What follows belongs to an exercise in optimizing a design on an open flow for small area and a short achievable clock period; a production flow would make more cautious choices.
RTL that was checked went through simulation tests only; none was proved equivalent to the original.
Power is estimated from default activity; no workload was simulated.

the previous run:
Design depth_gated_color_segmenter, start of the top module:
module depth_gated_color_segmenter (
   input  logic                            clock,
   input  logic                            reset,
   input  logic                            req_valid,
   output logic                            req_stall,
   input  logic [48:0]                     req_payload,
   output logic                            rsp_valid,
   input  logic                            rsp_stall,
   output logic [137:0]                    rsp_payload,
   input  logic                            csr_write,
   input  logic [dgcs_pkg::CSR_IDX_W-1:0]  csr_index,
   input  logic [dgcs_pkg::CSR_DATA_W-1:0] csr_data
);
   localparam int PW = dgcs_pkg::POS_W;
   function automatic logic lt32(logic [31:0] a, logic [31:0] b);
      logic [31:0] l;
      logic [31:0] e;
      l = ~a & b;
      e = ~(a ^ b);
      for (int w = 1; w < 32; w = w * 2) begin
         for (int i = 0; i + w < 32; i = i + 2 * w) begin
            l[i] = l[i + w] || (e[i + w] && l[i]);
            e[i] = e[i + w] && e[i];
         end
      end
      lt32 = l[0];
   endfunction
   logic [15:0] near_limit_ff;
   logic [15:0] stats_limit_ff;
   logic [23:0] box_a_low_ff;
   logic [23:0] box_a_high_ff;
   logic [23:0] box_b_low_ff;
   logic [23:0] box_b_high_ff;
   logic [5:0] csr_we;
   always_comb begin
      for (int i = 0; i < 6; i++) begin
         csr_we[i] = reset || (csr_write && (csr_index == 3'(i)));
      end
   end
   always_ff @(posedge clock) begin
      if (csr_we[0]) near_limit_ff  <= reset ? dgcs_pkg::NEAR_LIMIT_RESET  : csr_data[15:0];
      if (csr_we[1]) stats_limit_ff <= reset ? dgcs_pkg::STATS_LIMIT_RESET : csr_data[15:0];
      if (csr_we[2]) box_a_low_ff   <= reset ? dgcs_pkg::BOX_A_LOW_RESET   : csr_data;
      if (csr_we[3]) box_a_high_ff  <= reset ? dgcs_pkg::BOX_A_HIGH_RESET  : csr_data;
      if (csr_we[4]) box_b_low_ff   <= reset ? dgcs_pkg::BOX_B_LOW_RESET   : csr_data;
      if (csr_we[5]) box_b_high_ff  <= reset ? dgcs_pkg::BOX_B_HIGH_RESET  : csr_data;
   end
   logic        in_valid_ff;
   logic [31:0] in_color_ff;
   logic [15:0] in_depth_ff;
   logic        in_end_ff;
   logic        out_valid_ff;
   logic [1:0]  out_class_ff;
   logic [31:0] out_color_ff;
   logic        out_last_ff;
   logic        advance;
   logic        stall;
   logic        in_valid_in;
  ...
Size in the first run: about 1,200 cells after synthesis, roughly 340 flip-flops.
clock: 7.0 ns
lec_check: 0
cap_margin: 20
core_margin: 2
core_utilization: 40
place_density: 0.6
setup_slack_margin: 3.55
slew_margin: 20
standard.sh (not shown) runs the stock make flow with config.mk's settings and CLKGATE_MAP_FILE= SYNTH_SCRIPT=/design/flow/synth_recipe.tcl, a recipe that flattens the netlist after the stock synthesis.
==> flow/flow/run.sh <==
#!/bin/bash
# The standard layout (standard.sh) with these changes, all logged under orfs/logs/ as usual:
#  - synthesis (flow/synth.tcl) maps logic with abc's default script and leaves adders and
#    comparators to abc (no ADDER_MAP_FILE cells); registers are mapped as in the standard
#    synthesis, so they match it by name and cell type;
#  - plain sky130_fd_sc_hd__buf_1 cells as the port buffers instead of the delay buffer the
#    flow picks by default;
#  - larger clock-tree sink clusters, clkbuf_8 only, no dummy loads.
set -euo pipefail
here=$(pwd)
bash standard.sh 'ADDER_MAP_FILE=' "SYNTH_SCRIPT=$here/flow/synth.tcl" \
  'BUFFER_PORTS_ARGS=-buffer_cell sky130_fd_sc_hd__buf_1' \
  'CTS_ARGS=-sink_clustering_enable -repair_clock_nets -sink_clustering_size 16 -sink_clustering_max_diameter 60 -buf_list {sky130_fd_sc_hd__clkbuf_8} -dont_use_dummy_load' \
  finish > standard.log 2>&1
==> flow/flow/synth.tcl <==
# synth_recipe.tcl (the standard synthesis) with one change: abc maps the logic with its own
# default script (delay target 2500 ps) instead of ORFS's abc_speed.script. Registers are mapped
# before abc, by dfflibmap, exactly as in the standard synthesis.
proc synth {args} { yosys synth -nofsm -noshare {*}$args }
proc abc {args} {
  set out {}
  set skip 0
  foreach a $args {
    if {$skip} { set skip 0; continue }
    if {$a eq "-script" || $a eq "-D"} { set skip 1; continue }
    lappend out $a
  }
  yosys abc {*}$out -D 2500
}
source $::env(SCRIPTS_DIR)/synth.tcl
# left out here: clear keep_hierarchy, flatten, clean up, hide names made inside functions, write 1_2_yosys.v
Here is what was changed in the inputs of the current run compared with the previous run.
--- a/flow/design.v
+++ b/flow/design.v
@@ -53,70 +53,47 @@
    input  logic [23:0] box_a_low,
    input  logic [23:0] box_a_high,
    input  logic [23:0] box_b_low,
    input  logic [23:0] box_b_high,
    output logic        is_near,
    output logic        match_a,
    output logic        match_b
 );
-   function automatic logic lt32(logic [31:0] a, logic [31:0] b);
-      logic [31:0] l;
-      logic [31:0] e;
-      l = ~a & b;
-      e = ~(a ^ b);
-      for (int w = 1; w < 32; w = w * 2) begin
-         for (int i = 0; i + w < 32; i = i + 2 * w) begin
-            l[i] = l[i + w] || (e[i + w] && l[i]);
-            e[i] = e[i + w] && e[i];
-         end
-      end
-      lt32 = l[0];
-   endfunction
    function automatic logic in_box(logic [23:0] color, logic [23:0] lo, logic [23:0] hi);
       logic ok;
       ok = 1'b1;
       for (int ch = 0; ch < 3; ch++) begin
-         if (!(lt32(32'(lo[ch*8 +: 8]), 32'(color[ch*8 +: 8])) && lt32(32'(color[ch*8 +: 8]), 32'(hi[ch*8 +: 8])))) begin
+         if (!((lo[ch*8 +: 8] < color[ch*8 +: 8]) && (color[ch*8 +: 8] < hi[ch*8 +: 8]))) begin
             ok = 1'b0;
          end
       end
       in_box = ok;
    endfunction
-   assign is_near = lt32(32'(depth_mm), 32'(near_limit));
+   assign is_near = depth_mm < near_limit;
    assign match_a = in_box(pixel_rgb, box_a_low, box_a_high);
    assign match_b = in_box(pixel_rgb, box_b_low, box_b_high);
 endmodule
-module depth_gated_color_segmenter (
+module depth_gated_color_segmenter #(
+   parameter int LINE_WIDTH = dgcs_pkg::LINE_WIDTH_DEFAULT,
+   parameter int LINE_COUNT = dgcs_pkg::LINE_COUNT_DEFAULT
+) (
    input  logic                            clock,
    input  logic                            reset,
    input  logic                            req_valid,
    output logic                            req_stall,
    input  logic [48:0]                     req_payload,
    output logic                            rsp_valid,
    input  logic                            rsp_stall,
    output logic [137:0]                    rsp_payload,
    input  logic                            csr_write,
    input  logic [dgcs_pkg::CSR_IDX_W-1:0]  csr_index,
    input  logic [dgcs_pkg::CSR_DATA_W-1:0] csr_data
 );
    localparam int PW = dgcs_pkg::POS_W;
-   function automatic logic lt32(logic [31:0] a, logic [31:0] b);
-      logic [31:0] l;
-      logic [31:0] e;
-      l = ~a & b;
-      e = ~(a ^ b);
-      for (int w = 1; w < 32; w = w * 2) begin
-         for (int i = 0; i + w < 32; i = i + 2 * w) begin
-            l[i] = l[i + w] || (e[i + w] && l[i]);
-            e[i] = e[i + w] && e[i];
-         end
-      end
-      lt32 = l[0];
-   endfunction
    logic [15:0] near_limit_ff;
    logic [15:0] stats_limit_ff;
    logic [23:0] box_a_low_ff;
    logic [23:0] box_a_high_ff;
    logic [23:0] box_b_low_ff;
    logic [23:0] box_b_high_ff;
    logic [5:0] csr_we;
    always_comb begin
@@ -201,17 +178,17 @@
    always_ff @(posedge clock) begin
       if (advance) begin
          out_class_ff <= cls;
          out_color_ff <= shown;
       end
    end
    logic [PW-1:0] pos_ff;
    logic          pos_wrap;
-   localparam logic [PW-1:0] POS_LAST = PW'(dgcs_pkg::LINE_WIDTH_DEFAULT * dgcs_pkg::LINE_COUNT_DEFAULT - 1);
+   localparam logic [PW-1:0] POS_LAST = PW'(LINE_WIDTH * LINE_COUNT - 1);
    assign pos_wrap = &(pos_ff | ~POS_LAST);
    function automatic logic [PW-1:0] step(logic [PW-1:0] q, logic inc);
       logic [PW-1:0] ones;
       ones[0] = 1'b1;
       for (int i = 1; i < PW; i++) begin
          ones[i] = ones[i-1] && q[i-1];
       end
       step = q ^ (ones & {PW{inc}});
@@ -223,33 +200,31 @@
    logic          none_a_ff, none_b_ff;
    logic          none_a, none_b;
    assign none_a = none_a_ff || out_last_ff;
    assign none_b = none_b_ff || out_last_ff;
    always_ff @(posedge clock) begin
       if (advance) begin
          none_a_ff <= none_a && !hit_a;
          none_b_ff <= none_b && !hit_b;
-      end
-      slot_a_ff <= (advance && hit_a && none_a) ? '0 :
-                   step(slot_a_ff, advance && hit_a && !(&slot_a_ff));
-      slot_b_ff <= (advance && hit_b && none_b) ? '0 :
-                   step(slot_b_ff, advance && hit_b && !(&slot_b_ff));
+         if (hit_a) slot_a_ff <= none_a ? '0 : step(slot_a_ff, !(&slot_a_ff));
+         if (hit_b) slot_b_ff <= none_b ? '0 : step(slot_b_ff, !(&slot_b_ff));
+      end
    end
    logic [31:0] min_ff, max_ff;
    logic        any_ff;
    logic        any_now;
    logic        qualify;
    logic        lt_min, gt_max;
    assign any_now = any_ff && !out_last_ff;
-   assign qualify = lt32(32'(in_depth_ff), 32'(stats_limit_ff)) &&
+   assign qualify = (in_depth_ff < stats_limit_ff) &&
                     (!is_near || ((match_a || match_b) &&
                                   (in_color_ff != dgcs_pkg::MARK_FILL) && (in_color_ff != 32'd0)));
-   assign lt_min  = is_near ? lt32(in_color_ff, min_ff) : lt32(dgcs_pkg::FAR_FILL, min_ff);
-   assign gt_max  = is_near ? lt32(max_ff, in_color_ff) : lt32(max_ff, dgcs_pkg::FAR_FILL);
+   assign lt_min  = is_near ? (in_color_ff < min_ff) : (dgcs_pkg::FAR_FILL < min_ff);
+   assign gt_max  = is_near ? (in_color_ff > max_ff) : (dgcs_pkg::FAR_FILL > max_ff);
    always_ff @(posedge clock) begin
       if (advance) begin
          any_ff <= any_now || qualify;
          if (qualify && (!any_now || lt_min)) min_ff <= shown;
          if (qualify && (!any_now || gt_max)) max_ff <= shown;
       end
    end
    logic        stats_valid;
==> comparison <==
Going from the previous run to the current run, number of signal-net inverters in the final layout grew by a few percent. Higher leakage component of the power among the current run and the previous run: the previous run. The current run completed; timing, DRC and antenna clean. The previous run has completed all stages; timing, DRC and antenna checks passed. Compared with the previous run, the current run shows a register share of the cell area that is 3.7 points higher. The lower number of nets produced by synthesis of the current run and the previous run is in the current run. Between the previous run and the current run, the flow reports multi-input gate area in the final layout decreasing by more than 10%. [compare] base=the previous run new=the current run: layout-stage area growth over the synthesis result now smaller, post-route clock skew now larger. Relative to the previous run, total power has decreased by 53 µW in the current run. When the final numbers for the current run and the previous run were put side by side, the worst supply voltage drop on vdd turned out to be smaller in the previous run. Across both runs, setup slack was higher for the current run than for the previous run. In the reports for the current run and the previous run, the smaller number of global-route vias before repair belongs to the current run.
Only the layout flow was run in the previous run; the RTL was not checked for function there.

## separate check: timing with driven ports
The results above use ideal ports. As a check the final layouts listed here were re-extracted and re-timed, cells and wires unchanged.
Step 1, drivers: a clkbuf_16 drives clock and a buf_2 each remaining input, both assumed.
Step 2 adds t to the input delays and takes it off the output delays; t is the mean of the earliest and latest rising clock arrival at the registers after step 1. Input paths then give back, and output paths get back, about the clock's delay inside the block.
Slacks: no drivers / after step 1 / after step 2; pairs: no drivers / after step 1.
run	shift t [ns]	slack for setup (ns)	hold slack, ns
the previous run	0.667	3.479 / 3.479 / 3.093	0.470 / 0.470 / 0.470
the current run	0.651	3.726 / 3.680 / 3.222	0.446 / 0.446 / 0.446
After both steps every run listed still meets setup and hold. For the current run, which loses most, drivers alone change the setup slack by -0.046 ns; drivers and shift together by -0.504 ns.
